This is an optimization exercise on Yosys and OpenROAD, whose aim is small area, a short achievable clock period and few clock cycles, not a production implementation. Function was checked by simulation only, so behaviour that the tests miss may differ from the original. No activity file was given, so power comes from the tool's default toggle rates.

// ex_stage
module ex_stage #(
    parameter int XLEN = 32
) (
    input  logic                      clk,
    input  logic                      rst_n_i,
    input  logic [ex_pkg::INST_W-1:0] inst_i,
    input  logic [XLEN-1:0]           inst_addr_i,
    input  logic [XLEN-1:0]           rs1_data_i,
    input  logic [XLEN-1:0]           rs2_data_i,
    output logic                      reg_w_ena_o,
    output logic [4:0]                reg_w_addr_o,
    output logic [XLEN-1:0]           reg_w_data_o,
    output logic                      mem_r_ena_o,
    output logic [XLEN-1:0]           mem_r_addr_o,
    output logic                      mem_w_ena_o,
    output logic [XLEN-1:0]           mem_w_addr_o,
    output logic [XLEN-1:0]           mem_w_data_o,
    output logic                      jump_flag_o,
    output logic [XLEN-1:0]           jump_addr_o,
    output logic                      div_hold_o
);
Size: roughly 3,800 cells after synthesis, roughly 110 flip-flops, roughly 300 I/O pins.
export LEC_CHECK = 0
export ABC_AREA = 1
export CAP_MARGIN = 20
export CORE_MARGIN = 2
export CORE_UTILIZATION = 40
export SETUP_SLACK_MARGIN = 2.5
export SLEW_MARGIN = 20
export TNS_END_PERCENT = 20
create_clock -name core_clock -period 11.0 [get_ports {clk}]
standard.sh (not shown) runs the stock make flow with config.mk's settings and CLKGATE_MAP_FILE= SYNTH_SCRIPT=/design/flow/synth_recipe.tcl, a recipe that flattens the netlist after the stock synthesis.
==> flow/flow/run.sh <==
#!/bin/bash
# The standard layout, with each port buffered by buf_1 instead of the
# default delay-cell buffer. The make run's full output goes to flow_make.log.
set -euo pipefail
export BUFFER_PORTS_ARGS="-buffer_cell sky130_fd_sc_hd__buf_1"
bash standard.sh "BUFFER_PORTS_ARGS=-buffer_cell sky130_fd_sc_hd__buf_1" finish > flow_make.log 2>&1
The baseline completed without violations.
Testbench counts at the start, summed over its fixed seeds: cycles 5,373.
Then changed:
CORE_UTILIZATION = 45   (was 40)
SETUP_SLACK_MARGIN = 2.0   (was 2.5)
TNS_END_PERCENT = default   (was 20)
Effect: The new run completed without violations. Flip-flop and latch count does not change. Combinational power fell by a few percent. Utilization went up by 3.8 points. Die area is lower by roughly a tenth.
Then changed:
==> flow/flow/run.sh (replaced) <==
#!/bin/bash
# The standard layout, with each port buffered by buf_2 instead of the
# default delay-cell buffer. The make run's full output goes to flow_make.log.
set -euo pipefail
export BUFFER_PORTS_ARGS="-buffer_cell sky130_fd_sc_hd__buf_2"
bash standard.sh "BUFFER_PORTS_ARGS=-buffer_cell sky130_fd_sc_hd__buf_2" finish > flow_make.log 2>&1
CORE_UTILIZATION = 40   (was 45)
Effect:
- utilization drops by 4.8 points
- design area went up by 1.8%
- first-iteration DRC count goes down by 12%
- synthesized area is unchanged
- via count decreases by 0.41%
- hold slack gains 0.012 ns
- sequential cell count stays the same

========
Setup of v26:
ex_stage again, from the RTL that the note above started with.
Settings: LEC_CHECK=0, ABC_AREA=1, CAP_MARGIN=20, CORE_MARGIN=2, CORE_UTILIZATION=40, SETUP_SLACK_MARGIN=2.5, SLEW_MARGIN=20; clock period 11.0 ns.
==> flow/flow/run.sh <==
#!/bin/bash
# The standard layout, with each port buffered by buf_1 instead of the
# default delay-cell buffer. The make run's full output goes to flow_make.log.
set -euo pipefail
export BUFFER_PORTS_ARGS="-buffer_cell sky130_fd_sc_hd__buf_1"
bash standard.sh "BUFFER_PORTS_ARGS=-buffer_cell sky130_fd_sc_hd__buf_1" finish > flow_make.log 2>&1
v26 completed; timing, DRC and antenna clean
Testbench counts of v26, summed over its fixed seeds: cycles 5,373.
Inputs modified between v26 and v33:
Settings: CORE_UTILIZATION changed from 40 to 45; SETUP_SLACK_MARGIN changed from 2.5 to 3.0.
==> flow/flow/run.sh <==
#!/bin/bash
# The standard layout, with each port buffered by buf_2 instead of the
# default delay-cell buffer. The make run's full output goes to flow_make.log.
set -euo pipefail
export BUFFER_PORTS_ARGS="-buffer_cell sky130_fd_sc_hd__buf_2"
bash standard.sh "BUFFER_PORTS_ARGS=-buffer_cell sky130_fd_sc_hd__buf_2" finish > flow_make.log 2>&1
==> run notes <==
v26: all stages complete, timing, DRC and antenna checks passed. v33: flow completed, timing, DRC and antenna clean. Between v26 and v33, the utilization is higher for v33. v33 — highest ir drop seen on vdd 140% higher, v26 as reference. Maximum achievable frequency up about 3% in v33 wrt v26. Wire length of the first global-routing pass of v33 is on par with v26. In the reports for v26 and v33, the smaller worst-case headroom to the max-slew limit belongs to v33.

-- re-timing with driven ports --
Ports are ideal in the flow. The routed layouts listed here were re-timed in OpenROAD. Step 1, drivers: a clkbuf_16 drives clk and a buf_2 each remaining input, both assumed. Step 2, shift: input delay + t, output delay - t, t = (earliest + latest rising clock arrival at the registers) / 2. This alone moves slack from input paths to output paths. Three values: no drivers, after step 1, after step 2; two values: the first two.
run	shift t [ns]	setup slack, ns	worst hold slack (ns)	worst setup path at the end	worst data-port slew with drivers (ns)
the first run of note 1	0.485	2.173 / 2.151 / 2.151	0.491 / 0.491 / 0.491	input to output	0.29
the second run of note 1	0.492	2.052 / 2.028 / 2.028	0.486 / 0.486 / 0.486	input to output	0.10
the third run of note 1	0.487	1.965 / 1.944 / 1.944	0.499 / 0.499 / 0.499	input to output	0.07
v26	0.485	2.430 / 2.372 / 2.372	0.491 / 0.491 / 0.491	input to output	0.28
v33	0.482	2.688 / 2.577 / 2.577	0.490 / 0.490 / 0.490	input to output	0.18
After both steps every run listed still meets setup and hold. For v33, which loses most, drivers alone change the setup slack by -0.111 ns; drivers and shift together by -0.111 ns.
